This design comes from an exercise in tuning for small area on the open sky130 flow, not from production work. The RTL was checked by simulation tests, not by an equivalence proof against the original design. Power and IR drop assume default switching activity.

[design/flow/config.mk]
export PLATFORM = sky130hd
export DESIGN_NAME = sdio_burst_reader
export DESIGN_NICKNAME = sdio_burst_reader
export VERILOG_FILES = /design/flow/design.v
export SDC_FILE = /design/flow/constraint.sdc
export NUM_CORES = 4
export LEC_CHECK = 0
export CAP_MARGIN = 20
export CORE_MARGIN = 2
export CORE_UTILIZATION = 40
export SLEW_MARGIN = 20
[design/flow/constraint.sdc]
create_clock -name core_clock -period 10.0 [get_ports {clk_100mhz}]
set_input_delay 2.0000 -clock core_clock [delete_from_list [all_inputs] [get_ports {clk_100mhz}]]
set_output_delay 2.0000 -clock core_clock [all_outputs]
set_load 0.01 [all_outputs]
[design/flow/design.v]
`default_nettype none
package sd_bus_pkg;
  localparam int CMD_FRAME_BITS    = 48;     
  localparam int RESP_PAYLOAD_BITS = 47;     
  localparam int CMD_PAD_CLKS      = 4;      
  localparam int SECTOR_WORDS      = 64;     
  localparam int WORD_BITS         = 64;
  localparam int SECTOR_NIBBLES    = 1024;   
  localparam int DATA_TAIL_CLKS    = 21;     
  typedef logic [5:0] buf_addr_t;            
endpackage
`default_nettype wire
`default_nettype none
package sd_cmd_pkg;
  localparam logic [5:0] CMD_GO_IDLE     = 6'd0;
  localparam logic [5:0] CMD_SEND_IF_COND = 6'd8;
  localparam logic [5:0] CMD_APP         = 6'd55;   
  localparam logic [5:0] ACMD_OP_COND    = 6'd41;
  localparam logic [5:0] CMD_SEND_RCA    = 6'd3;
  localparam logic [5:0] CMD_SELECT      = 6'd7;
  localparam logic [5:0] ACMD_BUS_WIDTH  = 6'd6;
  localparam logic [5:0] CMD_READ_MULTI  = 6'd18;
  localparam logic [5:0] CMD_STOP        = 6'd12;
  localparam logic [7:0]  CHECK_PATTERN = 8'hAA;
  localparam logic [31:0] ARG_IF_COND   = {20'h0, 4'h1, CHECK_PATTERN};   
  localparam logic [31:0] ARG_OP_COND   = 32'h4010_0000;   
  localparam logic [31:0] ARG_BUS4      = 32'h0000_0002;   
  localparam int OCR_READY_BIT = 39;   
  localparam int RCA_MSB       = 39;   
  typedef enum logic [3:0] {
    SEQ_IDLE,
    SEQ_CMD0,
    SEQ_CMD8,
    SEQ_APP41,
    SEQ_ACMD41,
    SEQ_CMD3,
    SEQ_CMD7,
    SEQ_APP6,
    SEQ_ACMD6,
    SEQ_READY,    
    SEQ_CMD18,
    SEQ_DATA,
    SEQ_CMD12
  } seq_state_t;
endpackage
`default_nettype wire
`timescale 1ns/100ps
`default_nettype none
module sd_clock_gen #(
  parameter int unsigned CLK_DIV_SLOW = 125,   
  parameter int unsigned CLK_DIV_FAST = 2
) (
  input  wire  clk_100mhz,
  input  wire  reset_ah,
  input  wire  run_i,
  input  wire  fast_i,
  output logic sdclk_o,
  output logic rise_o,
  output logic fall_o
);
  localparam int CNT_W = $clog2(CLK_DIV_SLOW + 1);
  logic [CNT_W-1:0] cnt_q;
  logic [CNT_W-1:0] half_m1;
  logic             tick;
  assign half_m1 = fast_i ? CNT_W'(CLK_DIV_FAST - 1) : CNT_W'(CLK_DIV_SLOW - 1);
  assign tick    = (run_i || sdclk_o) && (cnt_q >= half_m1);   
  assign rise_o  = tick && !sdclk_o;
  assign fall_o  = tick && sdclk_o;
  always_ff @(posedge clk_100mhz) begin
    if (reset_ah) begin
      cnt_q    <= '0;
      sdclk_o  <= 1'b0;
    end else if (tick) begin
      cnt_q    <= '0;
      sdclk_o  <= !sdclk_o;
    end else if (run_i || sdclk_o) begin
      cnt_q    <= cnt_q + 1'b1;
    end else begin
      cnt_q    <= '0;   
    end
  end
endmodule
`default_nettype wire
`timescale 1ns/100ps
`default_nettype none
module sd_cmd_engine #(
  parameter int unsigned RESP_TIMEOUT = 64   
) (
  input  wire         clk_100mhz,
  input  wire         reset_ah,
  input  wire         cmd_start_i,
  input  wire  [5:0]  cmd_index_i,
  input  wire  [31:0] cmd_arg_i,
  input  wire         rise_i,
  input  wire         fall_i,
  input  wire         cmd_i,
  output logic        busy_o,
  output logic        cmd_o,
  output logic        cmd_oe_o,
  output logic        cmd_done_o,
  output logic        resp_ok_o,
  output logic [sd_bus_pkg::RESP_PAYLOAD_BITS-1:0] resp_bits_o
);
  localparam int         WAIT_W    = $clog2(RESP_TIMEOUT + 1);
  localparam logic [6:0] TX_FIRST  = 7'(sd_bus_pkg::CMD_PAD_CLKS);   
  localparam logic [6:0] TX_END    = 7'(sd_bus_pkg::CMD_PAD_CLKS + sd_bus_pkg::CMD_FRAME_BITS);
  localparam logic [6:0] CRC_FIRST = TX_END - 7'd8;   
  localparam logic [5:0] RESP_LAST = 6'(sd_bus_pkg::RESP_PAYLOAD_BITS - 1);
  typedef enum logic [1:0] {E_IDLE, E_TX, E_WAIT, E_RESP} eng_state_t;
  eng_state_t        state_q;
  logic [6:0]        tx_cnt_q;    
  logic [39:0]       frame_q;     
  logic [6:0]        crc_q;
  logic              no_resp_q;   
  logic [WAIT_W-1:0] wait_cnt_q;
  logic [5:0]        resp_cnt_q;
  function automatic logic [6:0] crc7_step(input logic [6:0] crc, input logic din);
    logic fb;
    fb = crc[6] ^ din;
    crc7_step = {crc[5:0], fb} ^ {3'b000, fb, 3'b000};   
  endfunction
  assign busy_o = (state_q != E_IDLE);
  always_ff @(posedge clk_100mhz) begin
    if (reset_ah) begin
      state_q    <= E_IDLE;
      cmd_o      <= 1'b1;
      cmd_oe_o   <= 1'b0;
      cmd_done_o <= 1'b0;
      resp_ok_o  <= 1'b0;
      tx_cnt_q   <= '0;
      crc_q      <= '0;
      wait_cnt_q <= '0;
      resp_cnt_q <= '0;
    end else begin
      cmd_done_o <= 1'b0;
      case (state_q)
        E_IDLE: begin
          if (cmd_start_i) begin
            state_q  <= E_TX;
            tx_cnt_q <= '0;
            crc_q    <= '0;
          end
        end
        E_TX: begin
          if (fall_i) begin
            tx_cnt_q <= tx_cnt_q + 1'b1;
            if (tx_cnt_q == TX_END) begin   
              cmd_oe_o <= 1'b0;
              if (no_resp_q) begin
                state_q    <= E_IDLE;
                cmd_done_o <= 1'b1;
                resp_ok_o  <= 1'b1;
              end else begin
                state_q    <= E_WAIT;
                wait_cnt_q <= '0;
              end
            end else if (tx_cnt_q >= TX_FIRST) begin
              cmd_oe_o <= 1'b1;
              if (tx_cnt_q < CRC_FIRST) begin
                cmd_o <= frame_q[39];
                crc_q <= crc7_step(crc_q, frame_q[39]);
              end else if (tx_cnt_q < TX_END - 7'd1) begin
                cmd_o <= crc_q[6];   
                crc_q <= {crc_q[5:0], 1'b0};
              end else begin
                cmd_o <= 1'b1;       
              end
            end
          end
        end
        E_WAIT: begin
          if (rise_i) begin
            if (!cmd_i) begin
              state_q    <= E_RESP;   
              resp_cnt_q <= '0;
            end else if (wait_cnt_q == WAIT_W'(RESP_TIMEOUT - 1)) begin
              state_q    <= E_IDLE;
              cmd_done_o <= 1'b1;
              resp_ok_o  <= 1'b0;
            end else begin
              wait_cnt_q <= wait_cnt_q + 1'b1;
            end
          end
        end
        default: begin   
          if (rise_i) begin
            resp_cnt_q <= resp_cnt_q + 1'b1;
            if (resp_cnt_q == RESP_LAST) begin
              state_q    <= E_IDLE;
              cmd_done_o <= 1'b1;
              resp_ok_o  <= 1'b1;
            end
          end
        end
      endcase
    end
  end
  always_ff @(posedge clk_100mhz) begin
    if (state_q == E_IDLE && cmd_start_i) begin
      frame_q   <= {2'b01, cmd_index_i, cmd_arg_i};
      no_resp_q <= (cmd_index_i == sd_cmd_pkg::CMD_GO_IDLE);
    end else if (state_q == E_TX && fall_i && tx_cnt_q >= TX_FIRST) begin
      frame_q   <= {frame_q[38:0], 1'b0};
    end
    if (state_q == E_RESP && rise_i) begin
      resp_bits_o <= {resp_bits_o[sd_bus_pkg::RESP_PAYLOAD_BITS-2:0], cmd_i};   
    end
  end
endmodule
`default_nettype wire
`timescale 1ns/100ps
`default_nettype none
module sd_card_sequencer (
  input  wire         clk_100mhz,
  input  wire         reset_ah,
  input  wire         start_i,
  input  wire  [19:0] sector_pos_i,
  input  wire  [19:0] sector_count_i,
  input  wire         cmd_done_i,
  input  wire         resp_ok_i,
  input  wire  [sd_bus_pkg::RESP_PAYLOAD_BITS-1:0] resp_bits_i,
  input  wire         data_done_i,
  input  wire         data_ok_i,
  output logic        cmd_start_o,
  output logic [5:0]  cmd_index_o,
  output logic [31:0] cmd_arg_o,
  output logic        data_start_o,
  output logic        fast_o,
  output logic        init_done_o,
  output logic        run_done_o
);
  sd_cmd_pkg::seq_state_t state_q;
  sd_cmd_pkg::seq_state_t nxt_state;   
  logic        pend_q;     
  logic [15:0] rca_q;
  logic [19:0] pos_q;
  logic [19:0] count_q;
  logic [19:0] offset_q;   
  always_comb begin
    cmd_index_o = sd_cmd_pkg::CMD_GO_IDLE;
    cmd_arg_o   = '0;
    nxt_state   = state_q;
    case (state_q)
      sd_cmd_pkg::SEQ_CMD0: begin
        nxt_state = sd_cmd_pkg::SEQ_CMD8;   
      end
      sd_cmd_pkg::SEQ_CMD8: begin
        cmd_index_o = sd_cmd_pkg::CMD_SEND_IF_COND;
        cmd_arg_o   = sd_cmd_pkg::ARG_IF_COND;
        if (resp_ok_i && resp_bits_i[15:8] == sd_cmd_pkg::CHECK_PATTERN) begin
          nxt_state = sd_cmd_pkg::SEQ_APP41;
        end
      end
      sd_cmd_pkg::SEQ_APP41: begin
        cmd_index_o = sd_cmd_pkg::CMD_APP;   
        if (resp_ok_i) nxt_state = sd_cmd_pkg::SEQ_ACMD41;
      end
      sd_cmd_pkg::SEQ_ACMD41: begin
        cmd_index_o = sd_cmd_pkg::ACMD_OP_COND;
        cmd_arg_o   = sd_cmd_pkg::ARG_OP_COND;
        nxt_state   = sd_cmd_pkg::SEQ_APP41;   
        if (resp_ok_i && resp_bits_i[sd_cmd_pkg::OCR_READY_BIT]) begin
          nxt_state = sd_cmd_pkg::SEQ_CMD3;
        end
      end
      sd_cmd_pkg::SEQ_CMD3: begin
        cmd_index_o = sd_cmd_pkg::CMD_SEND_RCA;
        if (resp_ok_i) nxt_state = sd_cmd_pkg::SEQ_CMD7;
      end
      sd_cmd_pkg::SEQ_CMD7: begin
        cmd_index_o = sd_cmd_pkg::CMD_SELECT;
        cmd_arg_o   = {rca_q, 16'h0};
        if (resp_ok_i) nxt_state = sd_cmd_pkg::SEQ_APP6;
      end
      sd_cmd_pkg::SEQ_APP6: begin
        cmd_index_o = sd_cmd_pkg::CMD_APP;
        cmd_arg_o   = {rca_q, 16'h0};
        if (resp_ok_i) nxt_state = sd_cmd_pkg::SEQ_ACMD6;
      end
      sd_cmd_pkg::SEQ_ACMD6: begin
        cmd_index_o = sd_cmd_pkg::ACMD_BUS_WIDTH;
        cmd_arg_o   = sd_cmd_pkg::ARG_BUS4;
        nxt_state   = resp_ok_i ? sd_cmd_pkg::SEQ_READY : sd_cmd_pkg::SEQ_APP6;
      end
      sd_cmd_pkg::SEQ_CMD18: begin
        cmd_index_o = sd_cmd_pkg::CMD_READ_MULTI;
        cmd_arg_o   = {12'h0, pos_q + offset_q};   
        if (resp_ok_i) nxt_state = sd_cmd_pkg::SEQ_DATA;
      end
      sd_cmd_pkg::SEQ_CMD12: begin
        cmd_index_o = sd_cmd_pkg::CMD_STOP;
        if (resp_ok_i) nxt_state = sd_cmd_pkg::SEQ_READY;
      end
      default: begin
        nxt_state = state_q;
      end
    endcase
  end
  always_ff @(posedge clk_100mhz) begin
    if (reset_ah) begin
      state_q      <= sd_cmd_pkg::SEQ_IDLE;
      pend_q       <= 1'b0;
      cmd_start_o  <= 1'b0;
      data_start_o <= 1'b0;
      fast_o       <= 1'b0;
      init_done_o  <= 1'b0;
      run_done_o   <= 1'b0;
      offset_q     <= '0;
    end else begin
      cmd_start_o  <= 1'b0;
      data_start_o <= 1'b0;
      run_done_o   <= 1'b0;
      case (state_q)
        sd_cmd_pkg::SEQ_IDLE: begin
          if (start_i) state_q <= sd_cmd_pkg::SEQ_CMD0;
        end
        sd_cmd_pkg::SEQ_READY: begin
          if (start_i && sector_count_i != '0) begin   
            pos_q   <= sector_pos_i;
            count_q <= sector_count_i;
            state_q <= sd_cmd_pkg::SEQ_CMD18;
          end
        end
        sd_cmd_pkg::SEQ_DATA: begin
          if (!pend_q) begin
            data_start_o <= 1'b1;
            pend_q       <= 1'b1;
          end else if (data_done_i) begin
            pend_q <= 1'b0;
            if (!data_ok_i) begin
              state_q <= sd_cmd_pkg::SEQ_CMD18;   
            end else begin
              offset_q <= offset_q + 20'd1;
              if (offset_q + 20'd1 == count_q) state_q <= sd_cmd_pkg::SEQ_CMD12;
            end
          end
        end
        default: begin   
          if (!pend_q) begin
            cmd_start_o <= 1'b1;
            pend_q      <= 1'b1;
            if (state_q == sd_cmd_pkg::SEQ_CMD12) begin
              run_done_o <= (offset_q != '0);   
              offset_q   <= '0;
            end
          end else if (cmd_done_i) begin
            pend_q  <= 1'b0;
            state_q <= nxt_state;
            if (state_q == sd_cmd_pkg::SEQ_CMD3 && resp_ok_i) begin
              rca_q <= resp_bits_i[sd_cmd_pkg::RCA_MSB -: 16];
            end
            if (state_q == sd_cmd_pkg::SEQ_CMD7 && resp_ok_i) fast_o <= 1'b1;   
            if (state_q == sd_cmd_pkg::SEQ_ACMD6 && resp_ok_i) init_done_o <= 1'b1;
          end
        end
      endcase
    end
  end
endmodule
`default_nettype wire
`timescale 1ns/100ps
`default_nettype none
module sd_sector_rx #(
  parameter int unsigned DATA_TIMEOUT = 50000   
) (
  input  wire         clk_100mhz,
  input  wire         reset_ah,
  input  wire         data_start_i,
  input  wire         rise_i,
  input  wire         fall_i,
  input  wire  [3:0]  dat_i,
  input  wire  sd_bus_pkg::buf_addr_t buf_addr_i,
  output logic        busy_o,
  output logic        data_done_o,
  output logic        data_ok_o,
  output logic        sector_done_o,
  output logic [sd_bus_pkg::WORD_BITS-1:0] buf_data_o
);
  localparam int         WAIT_W    = $clog2(DATA_TIMEOUT + 1);
  localparam logic [9:0] NIB_LAST  = 10'(sd_bus_pkg::SECTOR_NIBBLES - 1);
  localparam logic [4:0] TAIL_LAST = 5'(sd_bus_pkg::DATA_TAIL_CLKS - 1);
  typedef enum logic [1:0] {R_IDLE, R_WAIT, R_DATA, R_TAIL} rx_state_t;
  rx_state_t         state_q;
  logic [WAIT_W-1:0] wait_cnt_q;
  logic [9:0]        nib_cnt_q;    
  logic [4:0]        tail_cnt_q;
  logic [5:0]        lane;         
  logic              nib_en;
  logic              wr_en;
  logic [sd_bus_pkg::WORD_BITS-1:0] word_q;
  logic [sd_bus_pkg::WORD_BITS-1:0] buf_mem [sd_bus_pkg::SECTOR_WORDS];
  assign lane   = {nib_cnt_q[3:1], !nib_cnt_q[0], 2'b00};
  assign nib_en = (state_q == R_DATA) && rise_i;
  assign wr_en  = nib_en && (nib_cnt_q[3:0] == 4'hF);
  assign busy_o = (state_q != R_IDLE);
  always_ff @(posedge clk_100mhz) begin
    if (reset_ah) begin
      state_q       <= R_IDLE;
      data_done_o   <= 1'b0;
      data_ok_o     <= 1'b0;
      sector_done_o <= 1'b0;
      wait_cnt_q    <= '0;
      nib_cnt_q     <= '0;
      tail_cnt_q    <= '0;
    end else begin
      data_done_o   <= 1'b0;
      sector_done_o <= wr_en && (nib_cnt_q == NIB_LAST);   
      case (state_q)
        R_IDLE: begin
          if (data_start_i) begin
            state_q    <= R_WAIT;
            wait_cnt_q <= '0;
          end
        end
        R_WAIT: begin
          if (rise_i) begin
            if (!dat_i[0]) begin
              state_q   <= R_DATA;
              nib_cnt_q <= '0;
            end else if (wait_cnt_q == WAIT_W'(DATA_TIMEOUT - 1)) begin
              state_q     <= R_IDLE;   
              data_done_o <= 1'b1;
              data_ok_o   <= 1'b0;
            end else begin
              wait_cnt_q <= wait_cnt_q + 1'b1;
            end
          end
        end
        R_DATA: begin
          if (rise_i) begin
            nib_cnt_q <= nib_cnt_q + 1'b1;
            if (nib_cnt_q == NIB_LAST) begin
              state_q    <= R_TAIL;
              tail_cnt_q <= '0;
            end
          end
        end
        default: begin   
          if (fall_i) begin
            tail_cnt_q <= tail_cnt_q + 1'b1;
            if (tail_cnt_q == TAIL_LAST) begin
              state_q     <= R_IDLE;
              data_done_o <= 1'b1;
              data_ok_o   <= 1'b1;
            end
          end
        end
      endcase
    end
  end
  always_ff @(posedge clk_100mhz) begin
    if (wr_en) begin   
      buf_mem[nib_cnt_q[9:4]] <= {word_q[63:60], dat_i, word_q[55:0]};
    end else if (nib_en) begin
      word_q[lane +: 4] <= dat_i;
    end
    buf_data_o <= buf_mem[buf_addr_i];   
  end
endmodule
`default_nettype wire
`timescale 1ns/100ps
`default_nettype none
module sdio_burst_reader #(
  parameter int unsigned CLK_DIV_SLOW = 125,    
  parameter int unsigned CLK_DIV_FAST = 2,      
  parameter int unsigned RESP_TIMEOUT = 64,
  parameter int unsigned DATA_TIMEOUT = 50000
) (
  input  wire         clk_100mhz,
  input  wire         reset_ah,
  input  wire         start_i,
  input  wire  [19:0] sector_pos_i,
  input  wire  [19:0] sector_count_i,
  input  wire  sd_bus_pkg::buf_addr_t buf_addr_i,
  output logic [sd_bus_pkg::WORD_BITS-1:0] buf_data_o,
  output logic        init_done_o,
  output logic        sector_done_o,
  output logic        run_done_o,
  output logic        sdclk_o,
  output logic        cmd_o,
  output logic        cmd_oe_o,
  input  wire         cmd_i,
  input  wire  [3:0]  dat_i
);
  logic        cmd_start;
  logic [5:0]  cmd_index;
  logic [31:0] cmd_arg;
  logic        cmd_done;
  logic        resp_ok;
  logic [sd_bus_pkg::RESP_PAYLOAD_BITS-1:0] resp_bits;
  logic        data_start;
  logic        data_done;
  logic        data_ok;
  logic        fast;
  logic        rise;
  logic        fall;
  logic        cmd_busy;
  logic        rx_busy;
  sd_card_sequencer seq0 (
    .clk_100mhz, .reset_ah, .start_i, .sector_pos_i, .sector_count_i,
    .cmd_done_i(cmd_done), .resp_ok_i(resp_ok), .resp_bits_i(resp_bits),
    .data_done_i(data_done), .data_ok_i(data_ok),
    .cmd_start_o(cmd_start), .cmd_index_o(cmd_index), .cmd_arg_o(cmd_arg),
    .data_start_o(data_start), .fast_o(fast), .init_done_o, .run_done_o
  );
  sd_clock_gen #(.CLK_DIV_SLOW(CLK_DIV_SLOW), .CLK_DIV_FAST(CLK_DIV_FAST)) clk0 (
    .clk_100mhz, .reset_ah,
    .run_i(cmd_busy | rx_busy),   
    .fast_i(fast), .sdclk_o, .rise_o(rise), .fall_o(fall)
  );
  sd_cmd_engine #(.RESP_TIMEOUT(RESP_TIMEOUT)) cmd0 (
    .clk_100mhz, .reset_ah, .cmd_start_i(cmd_start), .cmd_index_i(cmd_index),
    .cmd_arg_i(cmd_arg), .rise_i(rise), .fall_i(fall), .cmd_i,
    .busy_o(cmd_busy), .cmd_o, .cmd_oe_o, .cmd_done_o(cmd_done),
    .resp_ok_o(resp_ok), .resp_bits_o(resp_bits)
  );
  sd_sector_rx #(.DATA_TIMEOUT(DATA_TIMEOUT)) rx0 (
    .clk_100mhz, .reset_ah, .data_start_i(data_start), .rise_i(rise), .fall_i(fall),
    .dat_i, .buf_addr_i, .busy_o(rx_busy), .data_done_o(data_done),
    .data_ok_o(data_ok), .sector_done_o, .buf_data_o
  );
endmodule
`default_nettype wire
[design/flow/run.sh]
#!/bin/bash
# synth_recipe.tcl (not shown) runs the flow's synth.tcl, then flattens the netlist and writes it again
# the make line also repeats each setting of config.mk as NAME=value (left out here)
make -C /OpenROAD-flow-scripts/flow DESIGN_CONFIG=/design/flow/config.mk WORK_HOME=/design/flow/orfs CLKGATE_MAP_FILE= SYNTH_SCRIPT=/design/flow/synth_recipe.tcl finish
==> run notes <==
- Post-CTS repair changed the size of 0 cells.
- Buffers inserted to repair hold after CTS numbered 0.
- The maximum ir drop on the vdd rail is between 0.00015 and 0.0002 V.
- The flow ran to the end and the layout has no timing, DRC or antenna violations.
- The core region is 425,000 µm².
- The power per cell area is slightly below 200 nW/µm².
- The critical path launch point type is a flip-flop.
- The initial core utilization is 0.402.
- Dividing the detail-routed via count by the number of cells gives between 5 and 6.
- The CTS root buffer is sky130_fd_sc_hd__clkbuf_16.
- In this run the cell area of the synthesized design comes to around 170,000 µm².
- Setup repair after global routing left no endpoint under its margin.
- Along the worst path, the maximum fanout reaches 37.
- The via count of the first global-routing pass is 82,700.
- The number of violations of the max-capacitance limit is 0.
- The clock skew is 0.134 ns.
- CTS built an H-tree with a depth of 5.
- Summed over all cells, the static leakage comes to about 60 nW.
- The worst slack after detailed placement is 4.15 ns.
- The detail route stage leaves a number of antenna-violating nets equal to 0.
- The area taken by flip-flops and latches is 132,000 µm².
- The final setup violation count is 0.
- By area the synthesized netlist is led by sky130_fd_sc_hd__edfxtp_1, sky130_fd_sc_hd__mux4_2, sky130_fd_sc_hd__dfxtp_1.
- The async set or reset register ratio after synthesis is 0.
- In this run, the number of DRC markers left after iteration 0 of detailed routing was between 10,000 and 15,000.
- The post-synthesis sequential element count is roughly 4,500.
- Yosys mapped the design onto 75 distinct sky130hd cell types.
- For the final routed database, the setup TNS stands at 0 ns.
- Counting the fill cells in the layout gives 34,700.
- The count of input and output buffers is 123.
- Of the post-synthesis cell area, the dominant cell type holds 0.754.
- The final weighted congestion in routability-driven placement is 0.796.
- The arrival time at the worst endpoint is just over 6 ns.
- The most used flip-flop cell after synthesis is sky130_fd_sc_hd__edfxtp_1.
- The area growth from synthesis to layout is 14.3%.
- For the worst setup path, the data required time is ~11 ns.
- Once detailed placement completed, the half-perimeter wirelength came to about 240,000 µm.
- Entering global routing, the biggest net connects 145 pins.
- The cell type contributing the most total cell area after synthesis is sky130_fd_sc_hd__edfxtp_1.
- Measured on the finished design, the core utilization comes to 0.460.
- The worst-case headroom to the max-slew limit is 0.226.
- The die is 658 µm wide.
- The area of the multi-input gates is approximately 37,000 µm².
- In the finished design, the share of the clock period the worst path needs comes to 0.552.
- The die is 658 µm tall.
- The number of warnings reported in the yosys synthesis log is 4.
- Hold is met by 0.413 ns.
- The actual slew at the worst max-slew pin is 1.16 ns.
- The total clock sinks is roughly 4,500.
- Once routing completed, OpenROAD measured the worst setup slack at 4.48 ns.
- The synthesized net count is 7,408.
- Static timing analysis puts the maximum clock frequency at between 150 and 200 MHz.
- The clock latency on the worst-skew pair is roughly 1 ns.
- The total I/O pin count is approximately 120.
- The overall via count from detail_route is between 80,000 and 90,000.
- The pre-antenna-repair detailed-routing pass consisted of 8 iterations.
- The synthesized area divided by synthesized cell count is ~23 µm².
- The number of hold-slack violations in the final timing report came to 0.
- The worst setup path is captured at a flip-flop.
- The post-CTS setup buffer count is 0.
- TritonCTS built the clock tree.
- The standard-cell row count is between 200 and 250.
- The synthesized instance count is 7,300.
- The first-pass GRT wire length is 644,000 µm.
- After clock tree synthesis, the clock-pin slew on the worst setup and hold paths is approximately 0.060 ns.
- The time the worst path needs with I/O delays and setup is approximately 5.5 ns.
- The initial antenna violation count is 11.
- The number of enable-type register cells in the synthesized netlist is about 4,300.
- The routed wire length is between 400,000 and 500,000 µm.
- In the routed design, unresolved DRC markers number 0.
- The total count of max-transition violations in the final report is 0.
- The global-route congestion overflow total is 0.
- Across every metal layer, demand over resource in global routing totals 0.210.
- The worst reg-to-reg setup slack is between 4 and 5 ns.
- The die covers 432,000 µm².
- The count of nets after finishing is just under 8,000.
- The type of the setup path with the least slack is flip-flop to flip-flop.
- The average routed wire per standard cell is ~33 µm.
- Of the cells placed in the final design, the portion with a size suffix greater than 1 is 0.291.
- The maximum clock insertion buffer count is 4.
- The tightest min-delay check is of the flip-flop to flip-flop type.
- The total CTS buffers is about 440.
- Of the synthesized area, sequential elements account for 0.775.
## cell families (layout without fill, tap and decap cells)
kind of cell | Yosys count | after routing | share of synthesized area
AND/OR/NAND/NOR | 621 | 621 | 0.0178
buffers and inverters | 403 | 1268 | 0.00947
AO/OA/AOI/OAI | 303 | 303 | 0.0109
other | 0 | 7 | 0
flip-flops | 4464 | 4464 | 0.775
adder cells (fa/ha/maj) | 54 | 54 | 0.00400
multiplexers | 1368 | 1368 | 0.179
XOR/XNOR | 87 | 87 | 0.00446
## cell type report
type / count / area share
repair buffers: 396 / 0.0189
flip-flops and latches: 4464 / 0.678
well taps: 5663 / 0.0363
clock buffers: 584 / 0.0613
clock inverters: 251 / 0.0131
inverters: 37 / 0.000711
diodes: 7 / 0.0000897
multi-input cells: 2433 / 0.192
## where the power goes
group / switching, mW / internal, mW
Combinational: 0.789 / 0.791
Clock: 7.11 / 9.46
Sequential: 0.104 / 20.3
## final timing paths
| kind | start | to | cells after the start |
|---|---|---|---|
| worst min-delay path | cmd0.resp_bits_o[2]$_DFFE_PP_ | cmd0.resp_bits_o[3]$_DFFE_PP_ | 0 |
| worst min register to register | cmd0.resp_bits_o[2]$_DFFE_PP_ | cmd0.resp_bits_o[3]$_DFFE_PP_ | 0 |
| worst max register to register | clk0.cnt_q[0]$_SDFF_PP0_ | rx0.buf_mem[59][35]$_DFFE_PP_ | 12 |
| worst max-delay path | clk0.cnt_q[0]$_SDFF_PP0_ | rx0.buf_mem[59][35]$_DFFE_PP_ | 12 |
## registers in the layout (all words and copies together) (netlist names), 16 cells and up
signal and count:
seq0.count_q 20, rx0.buf_data_o 64, rx0.buf_mem 4096, seq0.rca_q 16
cmd0.frame_q 40, cmd0.resp_bits_o 40, seq0.offset_q 20, rx0.word_q 60
seq0.pos_q 20, rx0.wait_cnt_q 16
## routing by layer
metal	vias up	part of all wire	track usage
met4	2	0.033	0.0647
li1	32300	-	-
met2	4272	0.49	0.350
met3	780	0.083	0.0301
met5	-	0.000028	0
met1	44700	0.39	0.289
## synthesized netlist by cell type (all sizes together) (12+ instances only)
master / instances
buf: 111
xnor2: 44
ha: 53
xor2: 43
mux2: 17
nor2b: 13
nand4: 31
nor3: 37
nor4: 20
clkbuf: 255
mux4: 1344
nand3: 51
a22o: 18
nand2b: 30
o21ai: 104
dfxtp: 173
a21oi: 81
a211oi: 12
nand2: 156
nor2: 183
inv: 36
a21o: 16
and3: 21
or3: 17
edfxtp: 4291
## worst max-delay path: stages, from the launching register on
cell and delay [ns]:
sky130_fd_sc_hd__dfxtp_1 0.37, sky130_fd_sc_hd__inv_1 0.07, sky130_fd_sc_hd__ha_1 0.28, sky130_fd_sc_hd__or3b_2 0.11
sky130_fd_sc_hd__a21oi_1 0.07, sky130_fd_sc_hd__o21ai_2 0.36, sky130_fd_sc_hd__and3_1 0.40, sky130_fd_sc_hd__nand2_1 0.13
sky130_fd_sc_hd__nor3_1 0.38, sky130_fd_sc_hd__nand3_1 0.73, sky130_fd_sc_hd__nor2_4 0.92, sky130_fd_sc_hd__buf_4 0.44
sky130_fd_sc_hd__buf_4 0.76
## through the flow
stage	instance area, µm²	power (mW)	cells
2_1_floorplan	171000	21.9	7300
3_3_place_gp	180000	22.4	13000
3_5_place_dp	181000	22.4	13000
4_1_cts	195000	38.8	13800
5_1_grt	195000	39.6	13800
6_report	195000	38.6	13800
## cell usage in the layout (no fill, tap or decap), drive strengths merged, types with 9 or more instances in the layout
master	instances
nand2b	30
and3	21
nor4	20
xor2	43
and2	9
nand2	156
a21o	16
clkinvlp	19
mux2	17
a31oi	9
or3	17
nand3b	10
bufinv	39
a21oi	81
ha	53
inv	48
nor2b	13
a22o	18
a211oi	12
xnor2	44
clkinv	182
o21ai	104
clkdlybuf4s50	112
nor3	37
nand3	51
mux4	1344
buf	283
nor2	183
dfxtp	173
nand4	31
edfxtp	4291
clkbuf	585

==> what the ideal ports hide <==
In the flow no input, the clock included, has a driving cell. The finished layout below was timed again as built, in two steps.
Step 1: set_driving_cell puts a clkbuf_16 on clk_100mhz and a buf_2 on each other input, an assumption about the parent block.
Step 2 adds t to the input delays and takes it off the output delays; t is the mean of the earliest and latest rising clock arrival at the registers after step 1. Input paths then give back, and output paths get back, about the clock's delay inside the block.
a / b / c = ideal / step 1 / step 2; a / b = the first two.
t, ns: 1.078
slack for setup (ns): 4.476 / 4.476 / 4.158
worst setup path after step 2: input to register
worst register clock-pin slew, ns: 0.07 / 0.07
cell pins on the clock port's net: 1
After both steps setup and hold are still met in this run. For this run, drivers alone change the setup slack by 0.000 ns; drivers and shift together by -0.318 ns.
